This is an optimization exercise on Yosys and OpenROAD, whose aim is small area, a short achievable clock period and few clock cycles per item, not a production implementation. At most, simulation tests tie the RTL to the original design; equivalence was not proved. Only the layout flow was run in runs 1 to 3; the RTL was not checked for function there. Power and IR drop assume default switching activity.

==> flow/design.v, too long to show whole: its modules and the start of the top module <==
// module csa_fa: 9 lines
// module binary_neuron: 896 lines
module binary_neuron (
    input  logic                    clk,
    input  logic                    reset,
    input  logic                    in_valid,
    output logic                    in_ready,
    input  logic [320:0]            in_req,
    output logic                    out_valid,
    input  logic                    out_ready,
    output logic [9:0]              out_sum
);
  // ...
==> flow/flow/run.sh <==
#!/bin/bash
# The standard layout (standard.sh: ORFS synthesis to final layout), with
# one change: the input and output ports are buffered with the smallest
# buffer, sky130_fd_sc_hd__buf_1, instead of the cell buffer_ports picks by
# default (clkdlybuf4s50_1).  Later repair steps may still resize them.
set -euo pipefail
export BUFFER_PORTS_ARGS="-buffer_cell sky130_fd_sc_hd__buf_1"
bash standard.sh > standard_flow.log 2>&1
==> flow/standard.sh <==
#!/bin/bash
# synth_recipe.tcl (not shown) runs the flow's synth.tcl, then flattens the netlist and writes it again
# the make line also repeats each setting of config.mk as NAME=value (left out here)
make -C /OpenROAD-flow-scripts/flow DESIGN_CONFIG=/design/flow/config.mk WORK_HOME=/design/flow/orfs CLKGATE_MAP_FILE= SYNTH_SCRIPT=/design/flow/synth_recipe.tcl "${@:-finish}"
==> flow/config.mk <==
export PLATFORM = sky130hd
export DESIGN_NAME = binary_neuron
export DESIGN_NICKNAME = binary_neuron
export VERILOG_FILES = /design/flow/design.v
export SDC_FILE = /design/flow/constraint.sdc
export NUM_CORES = 4
export LEC_CHECK = 0
export CAP_MARGIN = 20
export CORE_MARGIN = 2
export CORE_UTILIZATION = 40
export CTS_BUF_LIST = sky130_fd_sc_hd__clkbuf_8
export CTS_CLUSTER_DIAMETER = 100
export CTS_CLUSTER_SIZE = 30
export SLEW_MARGIN = 20
export SYNTH_HIERARCHICAL = 1
export SYNTH_MINIMUM_KEEP_SIZE = 0
==> flow/constraint.sdc <==
create_clock -name core_clock -period 6.0 [get_ports {clk}]
set_input_delay 1.2000 -clock core_clock [delete_from_list [all_inputs] [get_ports {clk}]]
set_output_delay 1.2000 -clock core_clock [all_outputs]
set_load 0.01 [all_outputs]
==> qor.csv, run 1 <==
stage,metric,value,unit
floorplanning,Die Width,177,um
timing,Slew @ Worst Pin,986,ps
timing,Final period util,50.6,%
cts,CTS tree,built,
logic_synthesis,syn avg cell area,11.6,um2
power_and_ir_drop,comb pwr,4.88,mW
cells_and_area,max reg flops,20,
cells_and_area,synthesis-to-finish area growth,17.6,%
cells_and_area,dominant kind of cell by area,multi-input combinational cells,
timing,RSZ-0062 raised after global routing,false,
cells_and_area,Register Area,3200,um2
power_and_ir_drop,combinational fraction of design power,64.0,%
power_and_ir_drop,clock power share,9.8,%
outcome,outcome,timing/DRC/antenna clean,
min_path,hold path cells,1,
critical_path,cells on worst reg2reg path,5,
global_route,GRT busiest layer,met2,
power_and_ir_drop,Leakage Power,5.21,nW
global_route,grt ovf,0,
place,post-place instance area,13800,um2
logic_synthesis,simple-gate share of the synthesized area,13.8,%
timing,setup tns final,0,ps
timing,Relative slew margins,34.1,%
global_route,met2 GRT Util,36.7,%
routing,DR vias,8175,
==> run 2, diff against run 1 <==
--- a/flow/config.mk
+++ b/flow/config.mk
@@ -7,2 +7,3 @@
 export LEC_CHECK = 0
+export ABC_CLOCK_PERIOD_IN_PS = 500
 export CAP_MARGIN = 20
@@ -11,4 +12,2 @@
 export CTS_BUF_LIST = sky130_fd_sc_hd__clkbuf_8
-export CTS_CLUSTER_DIAMETER = 100
-export CTS_CLUSTER_SIZE = 30
 export SLEW_MARGIN = 20
==> run 2 against run 1 <==
Power stayed put. Design area unchanged. Still clean on timing, DRC and antenna. Critical path type unchanged. Sequential power is essentially flat. Clock-buffer cell count unchanged. Clock power about the same. Critical path depth did not move. Worst hold slack did not move. Core utilization did not move. Combinational power about the same. Synthesized cell count did not move. Fmax did not move.
==> qor.csv, run 2 <==
stage,metric,value,unit,change
cells_and_area,fin cells,1787,,
timing,setup tns final,0,ps,unchanged
floorplanning,Core Rows,63,,
power_and_ir_drop,VDD IR max,0.510,mV,
cts,clock latency on the worst-skew pair,440,ps,
critical_path,r2r setup slk,3120,ps,
logic_synthesis,cell count after synthesis,1034,,
timing,Relative slew margins,34.1,%,unchanged
logic_synthesis,most frequent cell after synthesis,fa_1,,
logic_synthesis,synth top area cells,"fa_1 40%, dfxtp_1 19%, xnor2_1 9.6%, edfxtp_1 7.5%, nor2_1 6.7%",,
routing,DRT Pass-1 Iters,4,,
cells_and_area,synthesis-to-finish area growth,17.6,%,unchanged
timing,FMAX,330,MHz,
place,Post-DP HPWL,27500,um,
cts,Hold Buf Count CTS,0,,
power_and_ir_drop,Net Sw Frac,42.6,%,
logic_synthesis,"Async S/R FF share, synth",0,%,
routing,final antenna-violating net count,0,,
global_route,largest net degree at the start of global routing,17,,
logic_synthesis,"area leader, netlist",fa_1,,
cells_and_area,Fill cells,2828,,
floorplanning,Initial Util,40.6,%,
cts,Clock Pin Slew Worst Setup and Hold Paths,80,ps,
cells_and_area,Ant. Diodes,0,,
cts,TritonCTS Buffers,17,,
cts,Post-CTS Setup Bufs,0,,
logic_synthesis,simple-gate share of the synthesized area,13.8,%,unchanged
logic_synthesis,Synth Area in Adders,42.1,%,
min_path,Hold Path Class,reg2reg,,
global_route,grt ovf,0,,unchanged
critical_path,cells along the critical path,buf_1 -> nor2_1 -> nor2_1 -> xor2_1 -> fa_1 -> fa_1 -> fa_1,,
cells_and_area,max reg flops,20,,unchanged
power_and_ir_drop,combinational fraction of design power,64.0,%,about the same
routing,DRC errors left,0,,
critical_path,nature of the critical path startpoint,primary input,,
logic_synthesis,Compound-Gate Fraction of Synth Area,1.81,%,
critical_path,slowest cell delay on critical path,580,ps,
critical_path,WS Path Type,in2reg,,
cts,CTS tree,built,,
timing,Final Slew Violations,0,,
power_and_ir_drop,Final Power,7.62,mW,
critical_path,crit end category,flip-flop,,
routing,DR vias,8175,,unchanged
critical_path,RR Startpoint,r1_s229,,
global_route,Overall Global Routing Usage,19.8,%,
timing,Slew @ Worst Pin,986,ps,unchanged
min_path,hold path cells,1,,unchanged
outcome,outcome,timing/DRC/antenna clean,,
logic_synthesis,sequential area share after synthesis,26.6,%,
routing,Post-Route WL,30000,um,
cells_and_area,Largest regs,"q_data (20), out_sum (10), pending (3)",,
logic_synthesis,syn avg cell area,11.6,um2,unchanged
place,PortBufs,336,,
place,RePlAce Congestion,0.854,,
power_and_ir_drop,Leakage Power,5.21,nW,unchanged
min_path,WHS Endpoint,stage_valid[2],,
logic_synthesis,synthesis-stage register bit count,145,,
global_route,first-pass GRT wire length,46300,um,
floorplanning,Die Width,177,um,unchanged
global_route,initial antenna violation count,0,,
place,Post-Place Cells,1755,,
timing,crit path time final,3030,ps,
min_path,HP Start,stage_valid[1],,
timing,Final Hold Fails,0,,
cells_and_area,"commonest non-fill, non-tap cell in the layout",buf_1,,
cts,cts repair resizes,0,,
power_and_ir_drop,switching pwr,3.24,mW,
cts,CTS sink cnt,145,,
routing,Vias/cell,4.57,,
floorplanning,die area,31500,um2,
global_route,vias in the first global route,8792,,
timing,RSZ-0062 raised after global routing,false,,
flow_run,Max-cap violations,0,,
logic_synthesis,count of cell types in the netlist,34,,
critical_path,slowest CP cell,fa_1,,
cells_and_area,layout cells sized above 1,2.65,%,
power_and_ir_drop,Internal,4.38,mW,
timing,skew final,14.2,ps,
timing,final setup fails,0,,
routing,wire per inst,16.8,um,
routing,Iteration-0 DRC Markers,270,,
critical_path,Worst Path Required,6320,ps,
logic_synthesis,multiplexer share of the synthesized area,0.166,%,
logic_synthesis,Post-synth top cells,"243 x fa_1, 215 x nor2_1, 132 x xnor2_1",,
critical_path,"most used cell, CP",fa_1,,
critical_path,CP Max Fanout,4,,
logic_synthesis,"EDFF count, synth",30,,
cells_and_area,most frequent cells in the layout,"336 x buf_1, 243 x fa_1, 215 x nor2_1",,
power_and_ir_drop,clock power share,9.8,%,about the same
critical_path,cells on worst reg2reg path,5,,unchanged
critical_path,critical register-to-register path endpoint,r2_s391,,
power_and_ir_drop,Cell Pwr Density,539,nW/um2,
logic_synthesis,area of the mapped netlist,12000,um2,
timing,Final period util,50.6,%,unchanged
logic_synthesis,net count after synthesis,1618,,
cts,CTS max path bufs,2,,
cts,H-tree Lvls,4,,
floorplanning,Chip Height,177,um,
logic_synthesis,Synth warnings,8,,
floorplanning,CORE AREA,29600,um2,
cts,Root Buffer,clkbuf_8,,
logic_synthesis,main combinational cell family by area after synthesis,adder cells,,
logic_synthesis,post-synth top area share,40.4,%,
power_and_ir_drop,Flop pwr share,26.2,%,
logic_synthesis,"Top FF cell, synth",dfxtp_1,,
cells_and_area,Biggest register,q_data,,
floorplanning,IO Pins,337,,
logic_synthesis,xor/xnor share of the synthesized area,14.4,%,
cells_and_area,Final #Nets,1968,,
critical_path,CP arrival,3350,ps,
## run 2: cell counts after synthesis
Identical to the previous run, type by type.
## run 2: how the worst max path moves through the flow
stage               slack [ps]   startpoint  endpoint
floorplan                 2820  in_req[234]   r1_s361
global placement          2490  in_req[201]   r1_s249
global route              2870  in_req[309]   r1_s359
finish                    2970  in_req[201]   r1_s249
CTS                       2950  in_req[137]   r1_s353
detailed placement        2480  in_req[201]   r1_s249
## run 2: cell families (layout without fill, tap and decap cells)
| group | count (synthesis) | after routing |
|---|---|---|
| fa+ha+maj | 259 | 259 |
| buf+inv | 35 | 398 |
| xor+xnor | 198 | 198 |
| flops | 145 | 145 |
| compound gates | 30 | 30 |
| simple gates | 365 | 365 |
| mux | 2 | 2 |
## run 2: metal layers
metal / wire length, um / vias up / track usage, %
met3: 1240 / 21 / 2.87
met4: 314 / 0 / 4.03
li1: - / 3976 / -
met1: 12200 / 3968 / 24.5
met2: 16200 / 210 / 36.7
met5: 0 / - / 0
## run 2: cell type report
class,count,area [um2],share of cell area [%]
Multi-Input combinational cell,854,8690,61.5
Inverter,30,113,0.796
Sequential cell,145,3200,22.6
Tap cell,390,488,3.45
Clock buffer,18,248,1.75
Clock inverter,14,139,0.982
Timing Repair Buffer,336,1260,8.92
## run 2: worst max-delay path, delay by kind of cell
family	cells	cell delay (ps)
adders and majority gates	3	1490
and+or+nand+nor	2	220
xor gates and xnor gates	1	220
buffers and inverters	1	210
## run 2: power by group through the flow
stage	clock (mW)	combinational, mW	sequential, mW
after detailed placement	0	4.95	2.03
final	0.749	4.88	2.00
after floorplan	0	3.40	1.91
after global placement	0	4.81	2.03
after global routing	0.810	5.63	2.04
after CTS	0.763	4.98	2.01
## run 2: stage by stage
stage	hold WS, ps	util, %	area, um2	setup slack, ps
2_1_floorplan	414	-	12000	2820
3_3_place_gp	428	46.4	13800	2490
3_5_place_dp	432	46.4	13800	2480
4_1_cts	452	47.7	14100	2950
5_1_grt	466	47.7	14100	2870
6_report	449	47.7	14100	2970
## run 2: per-module statistics from Yosys (local to each module, per instance)
module,copies in the design,area [um2]
binary_neuron,1,7160
csa_fa,243,20.0
==> run 3, diff against run 2 <==
--- a/flow/config.mk
+++ b/flow/config.mk
@@ -7,3 +7,3 @@
 export LEC_CHECK = 0
-export ABC_CLOCK_PERIOD_IN_PS = 500
+export ABC_CLOCK_PERIOD_IN_PS = 1500
 export CAP_MARGIN = 20
==> run 3 against run 2 <==
Via count unchanged. Still clean. Highest routed layer unchanged. Sequential share of layout area unchanged. Design area unchanged. Critical endpoint unchanged.
==> qor.csv, run 3 <==
stage,metric,value,unit,change
cells_and_area,most frequent cells in the layout,"336 x buf_1, 243 x fa_1, 215 x nor2_1",,
logic_synthesis,area of the mapped netlist,12000,um2,unchanged
global_route,met3 Usage GRT,2.87,%,unchanged
logic_synthesis,syn avg cell area,11.6,um2,unchanged
timing,crit path time final,3030,ps,unchanged
logic_synthesis,"Async S/R FF share, synth",0,%,unchanged
global_route,grt met1 use,24.5,%,unchanged
power_and_ir_drop,Flop pwr share,26.2,%,about the same
cells_and_area,Layout Utilization,47.7,%,unchanged
cts,CTS tree,built,,
cells_and_area,multi-input logic area,8690,um2,unchanged
power_and_ir_drop,clock power share,9.8,%,about the same
cts,TritonCTS Buffers,17,,unchanged
logic_synthesis,synth top area cells,"fa_1 40%, dfxtp_1 19%, xnor2_1 9.6%, edfxtp_1 7.5%, nor2_1 6.7%",,
timing,skew final,14.2,ps,unchanged
timing,final setup margin,2970,ps,unchanged
floorplanning,Chip Height,177,um,unchanged
timing,Final Hold Fails,0,,unchanged
logic_synthesis,most frequent cell after synthesis,fa_1,,
cts,H-tree Lvls,4,,unchanged
place,Post-DP HPWL,27500,um,unchanged
global_route,first-pass GRT wire length,46300,um,unchanged
power_and_ir_drop,switching pwr,3.24,mW,unchanged
floorplanning,Initial Util,40.6,%,unchanged
logic_synthesis,Post-synth top cells,"243 x fa_1, 215 x nor2_1, 132 x xnor2_1",,
timing,setup tns final,0,ps,unchanged
critical_path,WS Path Type,in2reg,,
critical_path,Worst Path Required,6320,ps,about the same
timing,Slew @ Worst Pin,986,ps,unchanged
critical_path,nature of the critical path startpoint,primary input,,
timing,RSZ-0062 raised after global routing,false,,
cells_and_area,fin cells,1787,,unchanged
timing,FMAX,330,MHz,unchanged
place,PortBufs,336,,unchanged
routing,Vias/cell,4.57,,unchanged
logic_synthesis,"Top FF cell, synth",dfxtp_1,,
floorplanning,CORE AREA,29600,um2,unchanged
cts,CTS sink cnt,145,,unchanged
cells_and_area,"commonest non-fill, non-tap cell in the layout",buf_1,,
cells_and_area,Register Area,3200,um2,unchanged
cells_and_area,Fill cells,2828,,unchanged
global_route,GRT busiest layer,met2,,
routing,Iteration-0 DRC Markers,270,,unchanged
cts,Hold Buf Count CTS,0,,unchanged
logic_synthesis,net count after synthesis,1618,,unchanged
cells_and_area,Largest regs,"q_data (20), out_sum (10), pending (3)",,
power_and_ir_drop,combinational fraction of design power,64.0,%,about the same
timing,Final Slew Violations,0,,unchanged
place,RePlAce Congestion,0.854,,unchanged
cts,CTS max path bufs,2,,unchanged
global_route,initial antenna violation count,0,,unchanged
logic_synthesis,synthesis-stage register bit count,145,,unchanged
critical_path,CP arrival,3350,ps,about the same
cells_and_area,synthesis-to-finish area growth,17.6,%,unchanged
power_and_ir_drop,Cell Pwr Density,539,nW/um2,unchanged
routing,DRT Pass-1 Iters,4,,unchanged
cts,clock latency on the worst-skew pair,440,ps,about the same
logic_synthesis,count of cell types in the netlist,34,,unchanged
cts,Root Buffer,clkbuf_8,,
power_and_ir_drop,VDD IR max,0.510,mV,unchanged
critical_path,crit end category,flip-flop,,
cts,Post-CTS Setup Bufs,0,,unchanged
logic_synthesis,Synth warnings,8,,unchanged
cells_and_area,Ant. Diodes,0,,unchanged
global_route,largest net degree at the start of global routing,17,,unchanged
cells_and_area,Final #Nets,1968,,unchanged
timing,final setup fails,0,,unchanged
power_and_ir_drop,Leakage Power,5.21,nW,unchanged
cells_and_area,Biggest register,q_data,,
cts,Clock Pin Slew Worst Setup and Hold Paths,80,ps,about the same
logic_synthesis,cell count after synthesis,1034,,unchanged
place,DP Worst Slack,2480,ps,unchanged
logic_synthesis,post-synth top area share,40.4,%,unchanged
routing,wire per inst,16.8,um,unchanged
critical_path,CP Max Fanout,4,,unchanged
routing,DR vias,8175,,unchanged
cells_and_area,max reg flops,20,,unchanged
flow_run,Max-cap violations,0,,unchanged
floorplanning,Die Width,177,um,unchanged
floorplanning,Core Rows,63,,unchanged
global_route,met2 GRT Util,36.7,%,unchanged
min_path,Hold Path Class,reg2reg,,
routing,DRC errors left,0,,unchanged
power_and_ir_drop,Internal,4.38,mW,unchanged
cts,cts repair resizes,0,,unchanged
place,Post-Place Cells,1755,,unchanged
routing,final antenna-violating net count,0,,unchanged
global_route,vias in the first global route,8792,,unchanged
logic_synthesis,sequential area share after synthesis,26.6,%,unchanged
global_route,Overall Global Routing Usage,19.8,%,unchanged
power_and_ir_drop,Net Sw Frac,42.6,%,unchanged
floorplanning,die area,31500,um2,unchanged
cells_and_area,layout cells sized above 1,2.65,%,unchanged
floorplanning,IO Pins,337,,unchanged
global_route,grt ovf,0,,unchanged
logic_synthesis,"EDFF count, synth",30,,unchanged
logic_synthesis,"area leader, netlist",fa_1,,
power_and_ir_drop,Final Power,7.62,mW,unchanged
outcome,outcome,timing/DRC/antenna clean,,
timing,Final period util,50.6,%,unchanged
routing,Post-Route WL,30000,um,unchanged
timing,Relative slew margins,34.1,%,unchanged
==> run 3: per-module statistics from Yosys, one instance, submodules excluded <==
module	cell area (um2)	times used	cells inside	flops+latches
csa_fa	20.0	243	1	0
binary_neuron	7160	1	791	145
==> run 3: layout make-up <==
type | instances | area share (%)
well taps | 390 | 3.45
repair buffers | 336 | 8.92
inverters | 30 | 0.796
clock buffers | 18 | 1.75
clock inverters | 14 | 0.982
multi-input cells | 854 | 61.5
flip-flops and latches | 145 | 22.6
==> run 3: power by group through the flow <==
stage | combinational [mW] | sequential (mW) | clock, mW
floorplan | 3.40 | 1.91 | 0
global placement | 4.81 | 2.03 | 0
detailed placement | 4.95 | 2.03 | 0
CTS | 4.98 | 2.01 | 0.763
global route | 5.63 | 2.04 | 0.810
finish | 4.88 | 2.00 | 0.749
==> run 3: worst paths after layout <==
kind                          to  slack [ps]  cells past startpoint      startpoint
setup / recovery         r1_s249        2970                      7     in_req[201]
hold / removal    stage_valid[2]         450                      1  stage_valid[1]
setup reg to reg         r2_s391        3120                      5         r1_s229
hold reg to reg   stage_valid[2]         450                      1  stage_valid[1]
==> run 3: metrics by stage <==
stage	instance area (um2)	hold WS, ps
floorplan	12000	414
global placement	13800	428
detailed placement	13800	432
CTS	14100	452
global route	14100	466
finish	14100	449
==> run 3: cell families after synthesis <==
group | Yosys count | share of synthesized area (%)
AO/OA/AOI/OAI | 30 | 1.81
XOR/XNOR | 198 | 14.4
adder cells (fa/ha/maj) | 259 | 42.1
buffers and inverters | 35 | 1.09
flip-flops | 145 | 26.6
multiplexers | 2 | 0.166
AND/OR/NAND/NOR | 365 | 13.8
==> run 3: critical path, stage by stage <==
cell and delay (ps):
buf_1 210, nor2_1 70, nor2_1 150, xor2_1 220, fa_1 480, fa_1 580, fa_1 430
==> run 3: per-layer routing <==
metal  up-vias  part of all wire, %
met1      3968                   41
met3        21                  4.1
met2       210                   54
met4         0                  1.0
met5         -                    0
li1       3976                    -
==> run 4, diff against run 3 <==
--- a/flow/design.v
+++ b/flow/design.v
@@ -10,2 +10,10 @@
 endmodule
+module csa_ha (
+    input  logic a,
+    input  logic b,
+    output logic s,
+    output logic co
+);
+    assign {co, s} = {1'b0, a} + {1'b0, b};
+endmodule
 `timescale 1ns/10ps
--- a/flow/config.mk
+++ b/flow/config.mk
@@ -7,3 +7,2 @@
 export LEC_CHECK = 0
-export ABC_CLOCK_PERIOD_IN_PS = 1500
 export CAP_MARGIN = 20
==> run 4 against run 3 <==
Sequential share of layout area barely moved. Synthesized cell count did not move. Critical path type unchanged. Die area did not move. Flip-flop and latch count did not move. Synthesized area did not move. Fmax barely moved. Largest power group unchanged.
==> qor.csv, run 4 <==
stage,metric,value,unit,change
global_route,Overall Global Routing Usage,20.0,%,+0.19 points
cells_and_area,Fill cells,2820,,-0.28%
logic_synthesis,synth top area cells,"fa_1 40%, dfxtp_1 19%, xnor2_1 9.6%, edfxtp_1 7.5%, nor2_1 6.7%",,
global_route,largest net degree at the start of global routing,17,,unchanged
logic_synthesis,syn avg cell area,11.6,um2,unchanged
global_route,initial antenna violation count,0,,unchanged
critical_path,"delay-heaviest family, CP",adder cells,,
floorplanning,Chip Height,177,um,unchanged
cts,TritonCTS Buffers,17,,unchanged
critical_path,"most used cell, CP",fa_1,,
global_route,vias in the first global route,8891,,+1.1%
logic_synthesis,"EDFF count, synth",30,,unchanged
routing,Vias/cell,4.58,,+0.21%
logic_synthesis,"area leader, netlist",fa_1,,
routing,final antenna-violating net count,0,,unchanged
cts,CTS tree,built,,
logic_synthesis,synthesis-stage register bit count,145,,unchanged
timing,FMAX,330,MHz,about the same
power_and_ir_drop,Leakage Power,5.21,nW,about the same
cts,clock latency on the worst-skew pair,450,ps,about the same
routing,DRT Pass-1 Iters,5,,+1
critical_path,slowest cell delay on critical path,570,ps,about the same
power_and_ir_drop,switching pwr,3.20,mW,-1.5%
power_and_ir_drop,VDD IR max,0.421,mV,-17%
cts,CTS sink cnt,145,,unchanged
cells_and_area,synthesis-to-finish area growth,17.8,%,
cells_and_area,most frequent cells in the layout,"336 x buf_1, 243 x fa_1, 215 x nor2_1",,
logic_synthesis,"Top FF cell, synth",dfxtp_1,,
logic_synthesis,area of the mapped netlist,12000,um2,unchanged
logic_synthesis,Post-synth top cells,"243 x fa_1, 215 x nor2_1, 132 x xnor2_1",,
critical_path,slowest CP cell,fa_1,,
power_and_ir_drop,combinational fraction of design power,63.4,%,-0.6 points
critical_path,Worst Path Required,6320,ps,about the same
cells_and_area,Ant. Diodes,0,,unchanged
cells_and_area,Finished Cell Area,14200,um2,+0.15%
timing,RSZ-0062 raised after global routing,false,,
routing,DRC errors left,0,,unchanged
floorplanning,IO Pins,337,,unchanged
place,post-place instance area,13800,um2,unchanged
floorplanning,die area,31500,um2,unchanged
floorplanning,CORE AREA,29600,um2,unchanged
timing,setup tns final,0,ps,unchanged
power_and_ir_drop,Final Power,7.62,mW,about the same
logic_synthesis,net count after synthesis,1618,,unchanged
min_path,Hold Path Class,reg2reg,,
cells_and_area,fin cells,1787,,unchanged
flow_run,Max-cap violations,0,,unchanged
critical_path,WP buf/inv,1,,unchanged
cts,Clock Pin Slew Worst Setup and Hold Paths,70,ps,about the same
critical_path,CP Max Fanout,4,,unchanged
floorplanning,Initial Util,40.6,%,unchanged
logic_synthesis,count of cell types in the netlist,34,,unchanged
logic_synthesis,sequential area share after synthesis,26.6,%,unchanged
cts,CTS max path bufs,2,,unchanged
floorplanning,Core Rows,63,,unchanged
critical_path,WS Path Type,in2reg,,
timing,skew final,11.3,ps,-2.82 ps
place,Post-Place Cells,1755,,unchanged
routing,wire per inst,16.8,um,+0.24%
power_and_ir_drop,Internal,4.43,mW,+1.1%
cells_and_area,Final #Nets,1968,,unchanged
place,PortBufs,336,,unchanged
cts,H-tree Lvls,4,,unchanged
place,Post-DP HPWL,27500,um,about the same
power_and_ir_drop,clock power share,10.3,%,+0.5 points
cells_and_area,Biggest register,q_data,,
timing,Final Hold Fails,0,,unchanged
cells_and_area,"commonest non-fill, non-tap cell in the layout",buf_1,,
outcome,outcome,timing/DRC/antenna clean,,
cts,Post-CTS Setup Bufs,0,,unchanged
cts,cts repair resizes,0,,unchanged
routing,Post-Route WL,30100,um,+0.24%
place,RePlAce Congestion,0.849,,-0.52%
logic_synthesis,"Async S/R FF share, synth",0,%,unchanged
timing,Slew @ Worst Pin,925,ps,-60.7 ps
power_and_ir_drop,Net Sw Frac,41.9,%,-0.63 points
cts,Hold Buf Count CTS,0,,unchanged
routing,DR vias,8192,,+0.21%
logic_synthesis,most frequent cell after synthesis,fa_1,,
logic_synthesis,cell count after synthesis,1034,,unchanged
global_route,first-pass GRT wire length,46800,um,+1.1%
cells_and_area,max reg flops,20,,unchanged
timing,Relative slew margins,38.1,%,+4.1 points
logic_synthesis,post-synth top area share,40.4,%,unchanged
timing,final setup fails,0,,unchanged
routing,Iteration-0 DRC Markers,297,,+10%
power_and_ir_drop,Flop pwr share,26.2,%,about the same
timing,Final Slew Violations,0,,unchanged
timing,Final period util,50.6,%,about the same
cts,Root Buffer,clkbuf_8,,
logic_synthesis,Synth warnings,8,,unchanged
critical_path,cells along the critical path,buf_1 -> nor3_1 -> nor2_1 -> xnor2_1 -> fa_1 -> fa_1 -> fa_1,,
timing,crit path time final,3030,ps,-0.0100 ps
critical_path,CP arrival,3350,ps,about the same
critical_path,nature of the critical path startpoint,primary input,,
floorplanning,Die Width,177,um,unchanged
power_and_ir_drop,Cell Pwr Density,538,nW/um2,-0.17%
cells_and_area,Largest regs,"q_data (20), out_sum (10), pending (3)",,
critical_path,crit end category,flip-flop,,
global_route,grt ovf,0,,unchanged
cells_and_area,layout cells sized above 1,2.15,%,-0.50 points
## run 4: changes by cell type in the layout (fill, tap and decap cells not counted), sizes merged
cell and change:
clkinvlp +2, inv -1, bufinv +2, clkbuf -1
clkinv -2
## run 4: worst register-to-register path: stages, from the launching register on
cell	delay, ps
dfxtp_1	360
fa_1	530
fa_1	470
fa_1	570
fa_1	430
fa_1	430
## run 4: metrics by stage
stage	hold slack [ps]	utilization (%)	setup WS [ps]
3_5_place_dp	429	46.4	2490
5_1_grt	481	47.8	2850
3_3_place_gp	421	46.4	2520
4_1_cts	448	47.8	2970
2_1_floorplan	414	-	2820
6_report	442	47.8	2970
## run 4: routing by layer
metal / vias to the layer above / wire, um / global-route usage, %
li1: 3972 / - / -
met3: 12 / 1250 / 3.32
met5: - / 0 / 0
met1: 3996 / 12400 / 24.7
met4: 0 / 149 / 2.97
met2: 212 / 16300 / 37.4
## run 4: final timing paths
| path | from | to | slack (ps) | depth (start not counted) |
|---|---|---|---|---|
| min reg2reg | stage_valid[1] | stage_valid[2] | 440 | 1 |
| max | in_req[237] | r1_s361 | 2970 | 7 |
| max reg2reg | r1_s229 | r2_s391 | 3100 | 5 |
| min | stage_valid[1] | stage_valid[2] | 440 | 1 |
## run 4: final cells by class
| type | instances | area (um2) | share of cell area [%] |
|---|---|---|---|
| timing repair buffer | 336 | 1260 | 8.90 |
| clock buffer | 17 | 234 | 1.65 |
| multi-input combinational | 854 | 8690 | 61.4 |
| tap | 390 | 488 | 3.44 |
| sequential | 145 | 3200 | 22.6 |
| inverter | 30 | 113 | 0.795 |
| clock inverter | 15 | 174 | 1.23 |
## run 4: cell families after synthesis
kind of cell,synth area share [%]
xor gates and xnor gates,14.4
muxes,0.166
AOI/OAI and AO/OA,1.81
and+or+nand+nor,13.8
buffers and inverters,1.09
adders and majority gates,42.1
DFF,26.6
## run 4: power groups by stage
stage / sequential, mW / clock [mW] / combinational (mW)
after floorplan: 1.91 / 0 / 3.40
after global placement: 2.04 / 0 / 4.82
after CTS: 2.01 / 0.808 / 4.94
after global routing: 2.04 / 0.857 / 5.65
final: 2.00 / 0.788 / 4.83
after detailed placement: 2.03 / 0 / 4.92
## run 4: Yosys stat by module (local to each module, per instance)
| module | cell area, um2 | flops+latches | cells inside | copies in the design |
|---|---|---|---|---|
| binary_neuron | 7160 | 145 | 791 | 1 |
| csa_fa | 20.0 | 0 | 1 | 243 |
Testbench counts of run 4, summed over its fixed seeds: cycles 3,224, items 3,200.
==> run 5, diff against run 4 <==
==> flow/flow/run.sh (replaced) <==
#!/bin/bash
# The standard layout (standard.sh: ORFS synthesis to final layout), with
# two changes:
#  - the input and output ports are buffered with the smallest buffer,
#    sky130_fd_sc_hd__buf_1, instead of the cell buffer_ports picks by default
#    (clkdlybuf4s50_1); later repair steps may still resize them;
#  - clock tree synthesis adds no dummy loads to the clock tree.
set -euo pipefail
export BUFFER_PORTS_ARGS="-buffer_cell sky130_fd_sc_hd__buf_1"
export CTS_ARGS="-sink_clustering_enable -repair_clock_nets -buf_list sky130_fd_sc_hd__clkbuf_8 -dont_use_dummy_load"
bash standard.sh > standard_flow.log 2>&1
--- a/flow/config.mk
+++ b/flow/config.mk
@@ -9,3 +9,3 @@
 export CORE_MARGIN = 2
-export CORE_UTILIZATION = 40
+export CORE_UTILIZATION = 55
 export CTS_BUF_LIST = sky130_fd_sc_hd__clkbuf_8
==> run 5 against run 4 <==
Largest cell class unchanged. Via count decreased by 0.71%. Highest routed layer unchanged. Sequential share of layout area increased by 0.51 points. Still clean. Sequential power about the same.
==> qor.csv, run 5 <==
stage,metric,value,unit,change
cells_and_area,Biggest register,q_data,,
critical_path,WS Path Type,in2reg,,
critical_path,Worst Path Required,6300,ps,-20 ps
timing,Final Hold Fails,0,,unchanged
cts,Root Buffer,clkbuf_8,,
critical_path,r2r setup slk,3100,ps,about the same
timing,FMAX,324,MHz,-1.5%
logic_synthesis,main combinational cell family by area after synthesis,adder cells,,
routing,Post-Route WL,28100,um,-6.6%
global_route,largest net degree at the start of global routing,17,,unchanged
routing,DR vias,8134,,-0.71%
logic_synthesis,Compound-Gate Fraction of Synth Area,1.81,%,unchanged
critical_path,nature of the critical path startpoint,primary input,,
floorplanning,Die Width,152,um,-14%
logic_synthesis,simple-gate share of the synthesized area,13.8,%,unchanged
routing,Vias/cell,4.89,,+6.8%
floorplanning,die area,23100,um2,-27%
timing,Slew @ Worst Pin,943,ps,+18.3 ps
floorplanning,Core Rows,54,,-14%
cells_and_area,Final #Nets,1968,,unchanged
place,PortBufs,336,,unchanged
cells_and_area,fin cells,1662,,-7.0%
timing,setup tns final,0,ps,unchanged
power_and_ir_drop,clock power share,7.6,%,-2.7 points
logic_synthesis,"Top FF cell, synth",dfxtp_1,,
logic_synthesis,Synth warnings,8,,unchanged
outcome,outcome,timing/DRC/antenna clean,,
cts,Post-CTS Setup Bufs,0,,unchanged
logic_synthesis,net count after synthesis,1618,,unchanged
critical_path,"most used cell, CP",fa_1,,
timing,Relative slew margins,36.9,%,-1.2 points
cells_and_area,Largest regs,"q_data (20), out_sum (10), pending (3)",,
power_and_ir_drop,Leakage Power,5.13,nW,-1.5%
cells_and_area,Finished Cell Area,13900,um2,-2.2%
routing,WL met2,15000,um,-8.0%
logic_synthesis,syn avg cell area,11.6,um2,unchanged
critical_path,crit end category,flip-flop,,
logic_synthesis,count of cell types in the netlist,34,,unchanged
cts,H-tree Lvls,4,,unchanged
place,DP Worst Slack,2440,ps,-42.9 ps
min_path,Hold Path Class,reg2reg,,
floorplanning,Chip Height,152,um,-14%
cts,CTS max path bufs,2,,unchanged
place,post-place instance area,13600,um2,-1.0%
timing,Final Slew Violations,0,,unchanged
critical_path,slowest CP cell,fa_1,,
floorplanning,CORE AREA,21600,um2,-27%
cells_and_area,synthesis-to-finish area growth,15.2,%,
logic_synthesis,synth top area cells,"fa_1 40%, dfxtp_1 19%, xnor2_1 9.6%, edfxtp_1 7.5%, nor2_1 6.7%",,
cells_and_area,"commonest non-fill, non-tap cell in the layout",buf_1,,
cts,cts repair resizes,0,,unchanged
logic_synthesis,"EDFF count, synth",30,,unchanged
logic_synthesis,"Async S/R FF share, synth",0,%,unchanged
timing,worst hold slack,444,ps,+2.82 ps
critical_path,cells along the critical path,buf_1 -> nor2_1 -> nor2_1 -> xor2_1 -> fa_1 -> fa_1 -> fa_1,,
routing,DRT Pass-1 Iters,4,,-1
timing,final setup margin,2920,ps,-47.5 ps
logic_synthesis,most frequent cell after synthesis,fa_1,,
cells_and_area,max reg flops,20,,unchanged
power_and_ir_drop,Cell Pwr Density,527,nW/um2,-2.0%
cts,TritonCTS Buffers,17,,unchanged
floorplanning,IO Pins,337,,unchanged
min_path,hold path cells,1,,unchanged
power_and_ir_drop,Final Power,7.30,mW,-4.2%
timing,RSZ-0062 raised after global routing,false,,
timing,final setup fails,0,,unchanged
critical_path,CP arrival,3380,ps,+30 ps
cts,clock latency on the worst-skew pair,450,ps,about the same
routing,Iteration-0 DRC Markers,273,,-8.1%
cells_and_area,Layout Utilization,64.1,%,+16 points
flow_run,Max-cap violations,0,,unchanged
power_and_ir_drop,Flop pwr share,27.3,%,+1.1 points
critical_path,CP Max Fanout,4,,unchanged
logic_synthesis,Synth Area in Adders,42.1,%,unchanged
power_and_ir_drop,Net Sw Frac,42.6,%,+0.62 points
global_route,grt ovf,0,,unchanged
logic_synthesis,synthesis-stage register bit count,145,,unchanged
place,RePlAce Congestion,0.814,,-4.1%
logic_synthesis,cell count after synthesis,1034,,unchanged
critical_path,cells on worst reg2reg path,5,,unchanged
timing,skew final,18.7,ps,+7.33 ps
timing,crit path time final,3080,ps,+47.5 ps
place,Post-Place Cells,1645,,-6.3%
floorplanning,Initial Util,55.6,%,+15 points
logic_synthesis,area of the mapped netlist,12000,um2,unchanged
routing,routed wl met3,1300,um,+3.9%
logic_synthesis,sequential area share after synthesis,26.6,%,unchanged
timing,Final period util,51.4,%,+0.79 points
cts,CTS sink cnt,145,,unchanged
routing,wl on met1,11600,um,-6.5%
critical_path,slowest cell delay on critical path,570,ps,about the same
routing,final antenna-violating net count,0,,unchanged
routing,wire per inst,16.9,um,+0.43%
power_and_ir_drop,combinational fraction of design power,65.2,%,+1.8 points
cts,Clock Pin Slew Worst Setup and Hold Paths,70,ps,about the same
logic_synthesis,xor/xnor share of the synthesized area,14.4,%,unchanged
logic_synthesis,post-synth top area share,40.4,%,unchanged
cells_and_area,layout cells sized above 1,1.59,%,-0.56 points
power_and_ir_drop,switching pwr,3.11,mW,-2.7%
global_route,initial antenna violation count,0,,unchanged
global_route,vias in the first global route,8774,,-1.3%
global_route,Overall Global Routing Usage,25.3,%,+5.3 points
place,Post-DP HPWL,25700,um,-6.4%
cells_and_area,most frequent cells in the layout,"336 x buf_1, 243 x fa_1, 215 x nor2_1",,
logic_synthesis,"area leader, netlist",fa_1,,
cells_and_area,Ant. Diodes,0,,unchanged
routing,DRC errors left,0,,unchanged
cts,Hold Buf Count CTS,0,,unchanged
power_and_ir_drop,Internal,4.20,mW,-5.2%
logic_synthesis,multiplexer share of the synthesized area,0.166,%,unchanged
global_route,first-pass GRT wire length,44500,um,-5.0%
routing,top layer in use,met4,,
cts,CTS tree,built,,
power_and_ir_drop,VDD IR max,0.607,mV,+44%
logic_synthesis,Post-synth top cells,"243 x fa_1, 215 x nor2_1, 132 x xnor2_1",,
==> run 5: worst paths after layout <==
kind / startpoint / to
worst max-delay path: in_req[249] / r1_c250
worst min-delay path: stage_valid[1] / stage_valid[2]
worst max register to register: r1_c140 / r2_s391
worst min register to register: stage_valid[1] / stage_valid[2]
==> run 5: kinds of logic after synthesis <==
| group | after synthesis |
|---|---|
| and+or+nand+nor | 365 |
| adders and majority gates | 259 |
| xor gates and xnor gates | 198 |
| DFF | 145 |
| buffers and inverters | 35 |
| AOI/OAI and AO/OA | 30 |
| muxes | 2 |
==> run 5: area by class of cell <==
type	instances	area, um2
clock buffer	17	234
fill	1826	7760
inverter	30	113
multi-input combinational	854	8690
sequential	145	3200
tap	280	350
timing repair buffer	336	1260
==> run 5: critical path: cells and delay by family <==
family | cells | cell delay [ps]
xor gates and xnor gates | 1 | 250
adders and majority gates | 3 | 1550
buffers and inverters | 1 | 190
and+or+nand+nor | 2 | 180
==> run 5: power groups by stage <==
stage | clock network (mW) | logic (mW) | registers, mW
finish | 0.553 | 4.76 | 1.99
global route | 0.604 | 5.55 | 2.03
CTS | 0.563 | 4.87 | 2.00
detailed placement | 0 | 4.86 | 2.02
global placement | 0 | 4.68 | 2.02
floorplan | 0 | 3.40 | 1.91
==> run 5: metal layers <==
layer	up-vias	global-route usage (%)
met5	-	0
met4	0	4.23
met3	20	4.59
met2	206	46.2
met1	3939	32.1
li1	3969	-
==> run 5: modules after synthesis (local to each module, per instance) <==
module	flops+latches	times used	cells inside	area, um2
csa_fa	0	243	1	20.0
binary_neuron	145	1	791	7160
==> run 6, diff against run 5 <==
--- a/flow/config.mk
+++ b/flow/config.mk
@@ -9,3 +9,3 @@
 export CORE_MARGIN = 2
-export CORE_UTILIZATION = 55
+export CORE_UTILIZATION = 65
 export CTS_BUF_LIST = sky130_fd_sc_hd__clkbuf_8
==> run 6 against run 5 <==
Clock skew down 3.3 ps. Worst setup slack better by 40 ps. Combinational power is essentially flat. Highest routed layer unchanged.
==> qor.csv, run 6 <==
stage,metric,value,unit,change
cts,Clock Pin Slew Worst Setup and Hold Paths,60,ps,about the same
cells_and_area,most frequent cells in the layout,"336 x buf_1, 243 x fa_1, 215 x nor2_1",,
logic_synthesis,synth top area cells,"fa_1 40%, dfxtp_1 19%, xnor2_1 9.6%, edfxtp_1 7.5%, nor2_1 6.7%",,
critical_path,slowest CP cell,fa_1,,
logic_synthesis,cell count after synthesis,1034,,unchanged
cts,CTS tree,built,,
cells_and_area,synthesis-to-finish area growth,14.7,%,
routing,DR vias,8380,,+3.0%
logic_synthesis,post-synth top area share,40.4,%,unchanged
power_and_ir_drop,Internal,4.21,mW,+0.33%
global_route,Overall Global Routing Usage,29.8,%,+4.5 points
floorplanning,die area,19600,um2,-15%
min_path,hold path cells,1,,unchanged
logic_synthesis,"Async S/R FF share, synth",0,%,unchanged
timing,Final Slew Violations,0,,unchanged
min_path,HP Start,stage_valid[1],,
critical_path,"most used cell, CP",fa_1,,
timing,Final Hold Fails,0,,unchanged
critical_path,CP arrival,3350,ps,-30 ps
critical_path,critical register-to-register path endpoint,r2_s391,,
timing,Slew @ Worst Pin,869,ps,-74.0 ps
timing,setup tns final,0,ps,unchanged
cts,H-tree Lvls,4,,unchanged
logic_synthesis,count of cell types in the netlist,34,,unchanged
routing,final antenna-violating net count,0,,unchanged
cells_and_area,Final #Nets,1968,,unchanged
critical_path,CP Max Fanout,4,,unchanged
logic_synthesis,"Top FF cell, synth",dfxtp_1,,
critical_path,"delay-heaviest family, CP",adder cells,,
cells_and_area,"commonest non-fill, non-tap cell in the layout",buf_1,,
critical_path,nature of the critical path startpoint,primary input,,
min_path,Hold Path Class,reg2reg,,
critical_path,Worst Path Required,6300,ps,about the same
logic_synthesis,synthesis-stage register bit count,145,,unchanged
cells_and_area,Largest regs,"q_data (20), out_sum (10), pending (3)",,
cts,Root Buffer,clkbuf_8,,
power_and_ir_drop,Cell Pwr Density,530,nW/um2,+0.60%
logic_synthesis,sequential area share after synthesis,26.6,%,unchanged
critical_path,cells along the critical path,buf_1 -> nor2_1 -> nor2_1 -> xor2_1 -> fa_1 -> fa_1 -> fa_1,,
logic_synthesis,area of the mapped netlist,12000,um2,unchanged
logic_synthesis,Post-synth top cells,"243 x fa_1, 215 x nor2_1, 132 x xnor2_1",,
place,PortBufs,336,,unchanged
routing,Post-Route WL,27500,um,-2.1%
timing,Final period util,50.7,%,-0.66 points
min_path,WHS Endpoint,stage_valid[2],,
logic_synthesis,"EDFF count, synth",30,,unchanged
routing,DRT Pass-1 Iters,27,,+23
critical_path,RR Startpoint,r1_s229,,
cts,cts repair resizes,0,,unchanged
global_route,grt ovf,0,,unchanged
floorplanning,Initial Util,66.5,%,+11 points
place,Post-DP HPWL,25100,um,-2.5%
global_route,initial antenna violation count,2,,+2
power_and_ir_drop,clock power share,7.4,%,-0.2 points
timing,crit path time final,3040,ps,-39.7 ps
timing,final setup fails,0,,unchanged
place,DP Worst Slack,2510,ps,+63.3 ps
cells_and_area,fin cells,1613,,-2.9%
logic_synthesis,syn avg cell area,11.6,um2,unchanged
floorplanning,Core Rows,49,,-9.3%
global_route,vias in the first global route,9058,,+3.2%
critical_path,WP buf/inv,1,,unchanged
cells_and_area,layout cells sized above 1,1.59,%,unchanged
place,RePlAce Congestion,0.925,,+14%
timing,skew final,15.4,ps,-3.32 ps
routing,wire per inst,17.0,um,+0.85%
critical_path,crit end category,flip-flop,,
routing,Vias/cell,5.20,,+6.2%
power_and_ir_drop,Leakage Power,5.13,nW,about the same
cts,CTS sink cnt,145,,unchanged
power_and_ir_drop,Net Sw Frac,42.5,%,-0.093 points
critical_path,WS Path Type,in2reg,,
power_and_ir_drop,Final Power,7.32,mW,+0.17%
logic_synthesis,"area leader, netlist",fa_1,,
logic_synthesis,Synth warnings,8,,unchanged
cts,CTS max path bufs,2,,unchanged
power_and_ir_drop,switching pwr,3.11,mW,about the same
cells_and_area,max reg flops,20,,unchanged
timing,Relative slew margins,41.8,%,+5.0 points
timing,FMAX,329,MHz,+1.3%
power_and_ir_drop,combinational fraction of design power,65.3,%,about the same
place,Post-Place Cells,1594,,-3.1%
logic_synthesis,net count after synthesis,1618,,unchanged
cts,clock latency on the worst-skew pair,440,ps,about the same
timing,RSZ-0062 raised after global routing,false,,
routing,Iteration-0 DRC Markers,305,,+12%
routing,DRC errors left,0,,unchanged
logic_synthesis,most frequent cell after synthesis,fa_1,,
critical_path,r2r setup slk,3150,ps,+50 ps
floorplanning,Chip Height,140,um,-7.8%
floorplanning,IO Pins,337,,unchanged
floorplanning,CORE AREA,18100,um2,-16%
timing,final setup margin,2960,ps,+39.7 ps
cts,Hold Buf Count CTS,0,,unchanged
global_route,largest net degree at the start of global routing,17,,unchanged
outcome,outcome,timing/DRC/antenna clean,,
flow_run,Max-cap violations,0,,unchanged
critical_path,critical path depth,7,,unchanged
critical_path,slowest cell delay on critical path,570,ps,about the same
cts,Post-CTS Setup Bufs,0,,unchanged
critical_path,cells on worst reg2reg path,5,,unchanged
cells_and_area,Biggest register,q_data,,
floorplanning,Die Width,140,um,-7.8%
power_and_ir_drop,VDD IR max,0.549,mV,-9.5%
global_route,first-pass GRT wire length,44000,um,-1.0%
cts,TritonCTS Buffers,17,,unchanged
power_and_ir_drop,Flop pwr share,27.3,%,about the same
run 6: cell counts after synthesis:
No cell type changed its count.
run 6: cell families after synthesis:
| kind of cell | synth area share, % |
|---|---|
| flops | 26.6 |
| xor+xnor | 14.4 |
| buf+inv | 1.09 |
| mux | 0.166 |
| compound gates | 1.81 |
| simple gates | 13.8 |
| fa+ha+maj | 42.1 |
run 6: layout make-up:
type                    instances  area [um2]
diodes                          2        5.00
clock buffers                  17         234
fillers                      1325        4290
inverters                      30         113
multi-input cells             854        8690
flip-flops and latches        145        3200
well taps                     229         287
repair buffers                336        1260
run 6: per-stage QoR:
step	hold slack, ps	instance area [um2]	utilization (%)
after floorplan	414	12000	-
after global placement	424	13600	75.0
after detailed placement	427	13600	75.0
after CTS	442	13800	76.3
after global routing	469	13800	76.3
final	436	13800	76.3
run 6: routing by layer:
layer	part of all wire, %	up-vias	track usage, %
met3	4.2	35	4.00
met5	0	-	0
met1	40	4108	37.8
met2	54	271	54.3
li1	-	3966	-
met4	1.8	0	8.13
run 6: worst max path at each step:
stage                      startpoint  endpoint
after floorplan           in_req[234]   r1_s361
after global placement    in_req[161]   r1_s361
after detailed placement  in_req[269]   r1_s359
after CTS                 in_req[269]   r1_s359
after global routing      in_req[137]   r1_s361
final                     in_req[269]   r1_s247
run 6: power groups by stage:
stage,Sequential [mW],Clock (mW),Combinational (mW)
6_report,2.00,0.544,4.78
5_1_grt,2.04,0.590,5.50
4_1_cts,2.00,0.552,4.85
3_5_place_dp,2.02,0,4.82
3_3_place_gp,2.02,0,4.64
2_1_floorplan,1.91,0,3.40
run 6: per-module statistics from Yosys, one instance, submodules excluded:
module         cells inside  flops+latches  area, um2
binary_neuron           791            145       7160
csa_fa                    1              0       20.0
==> run 7, diff against run 6 <==
--- a/flow/config.mk
+++ b/flow/config.mk
@@ -9,3 +9,3 @@
 export CORE_MARGIN = 2
-export CORE_UTILIZATION = 65
+export CORE_UTILIZATION = 40
 export CTS_BUF_LIST = sky130_fd_sc_hd__clkbuf_8
==> run 7 against run 6 <==
Flip-flop and latch count did not move. Clock skew rose by 6.4 ps. Synthesized cell count did not move. Clock-buffer cell count did not move. Power rose by 1.1%. Critical path depth did not move. Die area rose by 61%. Sequential share of layout area fell by 0.33 points. Critical path type unchanged. Critical endpoint is now r1_s361.
==> qor.csv, run 7 <==
stage,metric,value,unit,change
outcome,outcome,timing/DRC/antenna clean,,
cells_and_area,Final #Nets,1968,,unchanged
global_route,largest net degree at the start of global routing,17,,unchanged
cells_and_area,most frequent cells in the layout,"336 x buf_1, 243 x fa_1, 215 x nor2_1",,
critical_path,"most used cell, CP",fa_1,,
logic_synthesis,Post-synth top cells,"243 x fa_1, 215 x nor2_1, 132 x xnor2_1",,
routing,Vias/cell,4.60,,-11%
logic_synthesis,"Async S/R FF share, synth",0,%,unchanged
logic_synthesis,"Top FF cell, synth",dfxtp_1,,
logic_synthesis,most frequent cell after synthesis,fa_1,,
logic_synthesis,syn avg cell area,11.6,um2,unchanged
cells_and_area,"commonest non-fill, non-tap cell in the layout",buf_1,,
cts,Clock Pin Slew Worst Setup and Hold Paths,70,ps,about the same
place,Post-DP HPWL,27500,um,+9.6%
critical_path,WS Path Type,in2reg,,
logic_synthesis,"EDFF count, synth",30,,unchanged
place,RePlAce Congestion,0.849,,-8.2%
timing,setup tns final,0,ps,unchanged
logic_synthesis,cell count after synthesis,1034,,unchanged
power_and_ir_drop,Internal,4.24,mW,+0.66%
cts,H-tree Lvls,4,,unchanged
cts,Root Buffer,clkbuf_8,,
cts,Post-CTS Setup Bufs,0,,unchanged
place,PortBufs,336,,unchanged
logic_synthesis,"area leader, netlist",fa_1,,
routing,Iteration-0 DRC Markers,285,,-6.6%
timing,Final Hold Fails,0,,unchanged
min_path,Hold Path Class,reg2reg,,
power_and_ir_drop,Leakage Power,5.13,nW,about the same
logic_synthesis,sequential area share after synthesis,26.6,%,unchanged
global_route,initial antenna violation count,0,,-2
critical_path,CP arrival,3350,ps,about the same
timing,Final period util,50.6,%,-0.065 points
timing,crit path time final,3040,ps,-3.87 ps
cells_and_area,Largest regs,"q_data (20), out_sum (10), pending (3)",,
power_and_ir_drop,Flop pwr share,27.1,%,-0.2 points
cts,Hold Buf Count CTS,0,,unchanged
power_and_ir_drop,Cell Pwr Density,529,nW/um2,-0.33%
power_and_ir_drop,combinational fraction of design power,65.5,%,+0.2 points
cts,TritonCTS Buffers,17,,unchanged
cells_and_area,multi-input logic area,8690,um2,unchanged
cts,clock latency on the worst-skew pair,440,ps,about the same
floorplanning,CORE AREA,29600,um2,+64%
critical_path,crit end category,flip-flop,,
cells_and_area,Register Area,3200,um2,unchanged
floorplanning,Initial Util,40.6,%,-26 points
routing,DR vias,8154,,-2.7%
cts,CTS tree,built,,
power_and_ir_drop,VDD IR max,0.428,mV,-22%
logic_synthesis,synth top area cells,"fa_1 40%, dfxtp_1 19%, xnor2_1 9.6%, edfxtp_1 7.5%, nor2_1 6.7%",,
critical_path,WP buf/inv,1,,unchanged
global_route,Overall Global Routing Usage,20.0,%,-9.8 points
timing,Slew @ Worst Pin,943,ps,+73.7 ps
cells_and_area,layout cells sized above 1,1.59,%,unchanged
global_route,first-pass GRT wire length,46700,um,+6.1%
critical_path,Worst Path Required,6310,ps,about the same
timing,FMAX,329,MHz,+0.13%
power_and_ir_drop,switching pwr,3.16,mW,+1.7%
critical_path,cells along the critical path,buf_1 -> nor3_1 -> nor2_1 -> xnor2_1 -> fa_1 -> fa_1 -> fa_1,,
critical_path,"delay-heaviest family, CP",adder cells,,
timing,final setup fails,0,,unchanged
cells_and_area,max reg flops,20,,unchanged
logic_synthesis,post-synth top area share,40.4,%,unchanged
power_and_ir_drop,clock power share,7.4,%,about the same
cells_and_area,synthesis-to-finish area growth,16.3,%,
logic_synthesis,count of cell types in the netlist,34,,unchanged
logic_synthesis,net count after synthesis,1618,,unchanged
logic_synthesis,area of the mapped netlist,12000,um2,unchanged
routing,wire per inst,17.0,um,-0.37%
timing,skew final,21.8,ps,+6.42 ps
global_route,grt ovf,0,,unchanged
cells_and_area,Fill cells,2828,,+110%
floorplanning,Die Width,177,um,+27%
timing,Relative slew margins,36.9,%,-4.9 points
critical_path,slowest CP cell,fa_1,,
routing,DRC errors left,0,,unchanged
floorplanning,IO Pins,337,,unchanged
logic_synthesis,synthesis-stage register bit count,145,,unchanged
cells_and_area,Ant. Diodes,0,,-2
critical_path,nature of the critical path startpoint,primary input,,
flow_run,Max-cap violations,0,,unchanged
cells_and_area,Biggest register,q_data,,
floorplanning,die area,31500,um2,+61%
power_and_ir_drop,Final Power,7.40,mW,+1.1%
routing,final antenna-violating net count,0,,unchanged
routing,Post-Route WL,30100,um,+9.4%
routing,DRT Pass-1 Iters,5,,-81%
timing,Final Slew Violations,0,,unchanged
cts,CTS sink cnt,145,,unchanged
cts,CTS max path bufs,2,,unchanged
logic_synthesis,Synth warnings,8,,unchanged
timing,RSZ-0062 raised after global routing,false,,
cts,cts repair resizes,0,,unchanged
global_route,vias in the first global route,8819,,-2.6%
critical_path,slowest cell delay on critical path,570,ps,about the same
critical_path,CP Max Fanout,4,,unchanged
floorplanning,Core Rows,63,,+29%
floorplanning,Chip Height,177,um,+27%
power_and_ir_drop,Net Sw Frac,42.7,%,+0.25 points
## run 7: cell counts after synthesis
No cell type changed its count.
## run 7: path summary, 6_finish.rpt
path / start / depth (start not counted) / slack [ps] / endpoint
worst max-delay path: in_req[237] / 7 / 2960 / r1_s361
worst min-delay path: stage_valid[1] / 1 / 440 / stage_valid[2]
worst max register to register: r1_s229 / 5 / 3090 / r2_s391
worst min register to register: stage_valid[1] / 1 / 440 / stage_valid[2]
## run 7: power by group through the flow
stage               Clock [mW]  Sequential [mW]  Combinational [mW]
finish                   0.547             2.00                4.85
global route             0.610             2.05                5.64
CTS                      0.568             2.01                4.93
detailed placement           0             2.03                4.92
global placement             0             2.04                4.82
floorplan                    0             1.91                3.40
## run 7: metal layers
metal	routed length [um]	GRT usage (%)	vias to the layer above
met4	184	3.28	0
li1	-	-	3957
met1	12400	24.7	3962
met2	16300	37.3	217
met3	1200	3.06	18
met5	0	0	-
## run 7: Yosys stat by module, one instance, submodules excluded
module | cells | times used
binary_neuron | 791 | 1
csa_fa | 1 | 243
## run 7: cell families after synthesis
group,after synthesis,synth area share (%)
and+or+nand+nor,365,13.8
adders and majority gates,259,42.1
xor gates and xnor gates,198,14.4
DFF,145,26.6
buffers and inverters,35,1.09
AOI/OAI and AO/OA,30,1.81
muxes,2,0.166
## run 7: worst register-to-register path: cells and delay by family, from the launching register on
family | cells | cell delay [ps]
fa+ha+maj | 5 | 2440
flops | 1 | 350
## run 7: layout make-up
| class | count | share of cell area (%) |
|---|---|---|
| Sequential cell | 145 | 22.9 |
| Tap cell | 390 | 3.49 |
| Inverter | 30 | 0.805 |
| Timing Repair Buffer | 336 | 9.01 |
| Clock buffer | 17 | 1.67 |
| Multi-Input combinational cell | 854 | 62.1 |
## run 7: stage by stage
| step | setup slack, ps | area [um2] | cells | utilization, % | hold WS (ps) |
|---|---|---|---|---|---|
| floorplan | 2820 | 12000 | 1034 | - | 414 |
| CTS | 2970 | 14000 | 1772 | 47.2 | 446 |
| global placement | 2520 | 13800 | 1755 | 46.4 | 421 |
| finish | 2960 | 14000 | 1772 | 47.2 | 440 |
| detailed placement | 2490 | 13800 | 1755 | 46.4 | 429 |
| global route | 2840 | 14000 | 1772 | 47.2 | 480 |
==> run 8, diff against run 7 <==
--- a/flow/flow/run.sh
+++ b/flow/flow/run.sh
@@ -9,3 +9,3 @@
 export BUFFER_PORTS_ARGS="-buffer_cell sky130_fd_sc_hd__buf_1"
-export CTS_ARGS="-sink_clustering_enable -repair_clock_nets -buf_list sky130_fd_sc_hd__clkbuf_8 -dont_use_dummy_load"
+export CTS_ARGS="-sink_clustering_enable -repair_clock_nets -buf_list sky130_fd_sc_hd__clkbuf_8 -dont_use_dummy_load -sink_clustering_size 30 -sink_clustering_max_diameter 150"
 bash standard.sh > standard_flow.log 2>&1
==> run 8 against run 7 <==
Still clean on timing, DRC and antenna. Worst hold slack did not move. Clock skew stayed put. Power did not move. Sequential share of layout area did not move. Critical path type unchanged.
==> qor.csv, run 8 <==
stage,metric,value,unit,change
cts,CTS sink cnt,145,,unchanged
logic_synthesis,syn avg cell area,11.6,um2,unchanged
routing,DRC errors left,0,,unchanged
critical_path,Setup crit start,in_req[237],,
critical_path,critical register-to-register path endpoint,r2_s391,,
routing,DRT Pass-1 Iters,5,,unchanged
power_and_ir_drop,clock power share,7.4,%,about the same
power_and_ir_drop,Leakage Power,5.13,nW,unchanged
global_route,largest net degree at the start of global routing,17,,unchanged
logic_synthesis,synthesis-stage register bit count,145,,unchanged
cells_and_area,layout cells sized above 1,1.59,%,unchanged
timing,RSZ-0062 raised after global routing,false,,
logic_synthesis,count of cell types in the netlist,34,,unchanged
cells_and_area,Largest regs,"q_data (20), out_sum (10), pending (3)",,
cts,Clock Pin Slew Worst Setup and Hold Paths,70,ps,about the same
power_and_ir_drop,Flop pwr share,27.1,%,about the same
timing,setup tns final,0,ps,unchanged
global_route,initial antenna violation count,0,,unchanged
cells_and_area,Ant. Diodes,0,,unchanged
place,RePlAce Congestion,0.849,,unchanged
global_route,grt ovf,0,,unchanged
flow_run,Max-cap violations,0,,unchanged
floorplanning,CORE AREA,29600,um2,unchanged
floorplanning,die area,31500,um2,unchanged
routing,final antenna-violating net count,0,,unchanged
logic_synthesis,Post-synth top cells,"243 x fa_1, 215 x nor2_1, 132 x xnor2_1",,
timing,crit path time final,3040,ps,unchanged
cells_and_area,max reg flops,20,,unchanged
timing,skew final,21.8,ps,unchanged
logic_synthesis,"Top FF cell, synth",dfxtp_1,,
critical_path,CP Max Fanout,4,,unchanged
power_and_ir_drop,Internal,4.24,mW,unchanged
routing,DR vias,8154,,unchanged
power_and_ir_drop,combinational fraction of design power,65.5,%,about the same
power_and_ir_drop,VDD IR max,0.428,mV,unchanged
critical_path,cells on worst reg2reg path,5,,unchanged
timing,Final period util,50.6,%,unchanged
outcome,outcome,timing/DRC/antenna clean,,
logic_synthesis,post-synth top area share,40.4,%,unchanged
cts,clock latency on the worst-skew pair,440,ps,about the same
routing,Iteration-0 DRC Markers,285,,unchanged
floorplanning,Chip Height,177,um,unchanged
logic_synthesis,sequential area share after synthesis,26.6,%,unchanged
logic_synthesis,Synth warnings,8,,unchanged
critical_path,CP Capture Point,r1_s361,,
logic_synthesis,most frequent cell after synthesis,fa_1,,
critical_path,nature of the critical path startpoint,primary input,,
floorplanning,IO Pins,337,,unchanged
cts,TritonCTS Buffers,17,,unchanged
logic_synthesis,area of the mapped netlist,12000,um2,unchanged
cts,Root Buffer,clkbuf_8,,
logic_synthesis,"area leader, netlist",fa_1,,
cts,Post-CTS Setup Bufs,0,,unchanged
power_and_ir_drop,switching pwr,3.16,mW,unchanged
timing,Slew @ Worst Pin,943,ps,unchanged
global_route,Overall Global Routing Usage,20.0,%,unchanged
timing,final setup margin,2960,ps,unchanged
routing,Vias/cell,4.60,,unchanged
cells_and_area,synthesis-to-finish area growth,16.3,%,unchanged
logic_synthesis,net count after synthesis,1618,,unchanged
cts,CTS tree,built,,
routing,wire per inst,17.0,um,unchanged
timing,final setup fails,0,,unchanged
place,Post-DP HPWL,27500,um,unchanged
min_path,Hold Path Class,reg2reg,,
cts,Hold Buf Count CTS,0,,unchanged
logic_synthesis,"Async S/R FF share, synth",0,%,unchanged
cells_and_area,Final #Nets,1968,,unchanged
cells_and_area,most frequent cells in the layout,"336 x buf_1, 243 x fa_1, 215 x nor2_1",,
critical_path,WS Path Type,in2reg,,
cts,H-tree Lvls,4,,unchanged
global_route,first-pass GRT wire length,46700,um,unchanged
global_route,vias in the first global route,8819,,unchanged
timing,Relative slew margins,36.9,%,unchanged
cells_and_area,Biggest register,q_data,,
critical_path,r2r setup slk,3090,ps,about the same
critical_path,crit end category,flip-flop,,
cells_and_area,"commonest non-fill, non-tap cell in the layout",buf_1,,
routing,Post-Route WL,30100,um,unchanged
floorplanning,Core Rows,63,,unchanged
power_and_ir_drop,Cell Pwr Density,529,nW/um2,unchanged
critical_path,RR Startpoint,r1_s229,,
power_and_ir_drop,Net Sw Frac,42.7,%,unchanged
cts,CTS max path bufs,2,,unchanged
place,DP Worst Slack,2490,ps,unchanged
critical_path,CP arrival,3350,ps,about the same
logic_synthesis,cell count after synthesis,1034,,unchanged
cts,cts repair resizes,0,,unchanged
timing,Final Slew Violations,0,,unchanged
floorplanning,Initial Util,40.6,%,unchanged
floorplanning,Die Width,177,um,unchanged
timing,Final Hold Fails,0,,unchanged
critical_path,Worst Path Required,6310,ps,about the same
logic_synthesis,synth top area cells,"fa_1 40%, dfxtp_1 19%, xnor2_1 9.6%, edfxtp_1 7.5%, nor2_1 6.7%",,
logic_synthesis,"EDFF count, synth",30,,unchanged
place,PortBufs,336,,unchanged
timing,FMAX,329,MHz,unchanged
-- run 8: worst min path at each step --
stage | cells after the start | slack (ps) | from | to
floorplan | 1 | 410 | stage_valid[1] | stage_valid[2]
global placement | 1 | 420 | stage_valid[1] | stage_valid[2]
detailed placement | 1 | 430 | stage_valid[1] | stage_valid[2]
CTS | 1 | 450 | stage_valid[1] | stage_valid[2]
global route | 1 | 480 | stage_valid[1] | stage_valid[2]
finish | 1 | 440 | stage_valid[1] | stage_valid[2]
-- run 8: Yosys stat by module (local to each module, per instance) --
module	times used	area (um2)	flops+latches
csa_fa	243	20.0	0
binary_neuron	1	7160	145
-- run 8: per-layer routing --
layer  vias up  global-route usage [%]  share of wire, %
met5         -                       0                 0
met4         0                    3.28              0.61
met3        18                    3.06               4.0
met2       217                    37.3                54
met1      3962                    24.7                41
li1       3957                       -                 -
-- run 8: layout make-up --
| type | instances | area, um2 |
|---|---|---|
| tap | 390 | 488 |
| clock buffer | 17 | 234 |
| multi-input combinational | 854 | 8690 |
| timing repair buffer | 336 | 1260 |
| inverter | 30 | 113 |
| sequential | 145 | 3200 |
| fill | 2828 | 15600 |
-- run 8: logic make-up after synthesis --
group / count (synthesis) / share of synthesized area, %
fa+ha+maj: 259 / 42.1
compound gates: 30 / 1.81
mux: 2 / 0.166
buf+inv: 35 / 1.09
flops: 145 / 26.6
xor+xnor: 198 / 14.4
simple gates: 365 / 13.8
-- run 8: worst max-delay path, cell delays in order --
cell	delay, ps
buf_1	130
nor3_1	190
nor2_1	70
xnor2_1	240
fa_1	470
fa_1	570
fa_1	480
-- run 8: power groups by stage --
stage                     logic (mW)  clock network, mW  registers (mW)
after floorplan                 3.40                  0            1.91
after global placement          4.82                  0            2.04
after detailed placement        4.92                  0            2.03
after CTS                       4.93              0.568            2.01
after global routing            5.64              0.610            2.05
final                           4.85              0.547            2.00
-- run 8: per-stage QoR --
stage | instance area [um2] | cells | power [mW] | util [%] | hold WS, ps
after floorplan | 12000 | 1034 | 5.31 | - | 414
after global placement | 13800 | 1755 | 6.85 | 46.4 | 421
after detailed placement | 13800 | 1755 | 6.95 | 46.4 | 429
after CTS | 14000 | 1772 | 7.52 | 47.2 | 446
after global routing | 14000 | 1772 | 8.30 | 47.2 | 480
final | 14000 | 1772 | 7.40 | 47.2 | 440

separate check: timing with driven ports:
Ports are ideal in the flow. The routed layouts listed here were re-timed in OpenROAD.
Step 1, drivers: a clkbuf_16 drives clk and a buf_2 each remaining input, both assumed.
Step 2, shift: input delay + t, output delay - t, t = (earliest + latest rising clock arrival at the registers) / 2. This alone moves slack from input paths to output paths.
Three values: ideal, step 1, step 2; two values: the first two.
run | t (ns) | setup WS [ns] | worst setup path after step 2
run 1 | 0.472 | 2.965 / 2.980 / 2.509 | input to register
run 2 | 0.472 | 2.965 / 2.980 / 2.509 | input to register
run 3 | 0.472 | 2.965 / 2.980 / 2.509 | input to register
run 4 | 0.482 | 2.965 / 2.983 / 2.500 | input to register
run 5 | 0.476 | 2.918 / 2.932 / 2.456 | input to register
run 6 | 0.468 | 2.957 / 2.970 / 2.502 | input to register
run 7 | 0.471 | 2.961 / 2.977 / 2.506 | input to register
run 8 | 0.471 | 2.961 / 2.977 / 2.506 | input to register
After both steps every run listed still meets setup and hold. For run 4, which loses most, drivers alone change the setup slack by +0.018 ns; drivers and shift together by -0.465 ns.
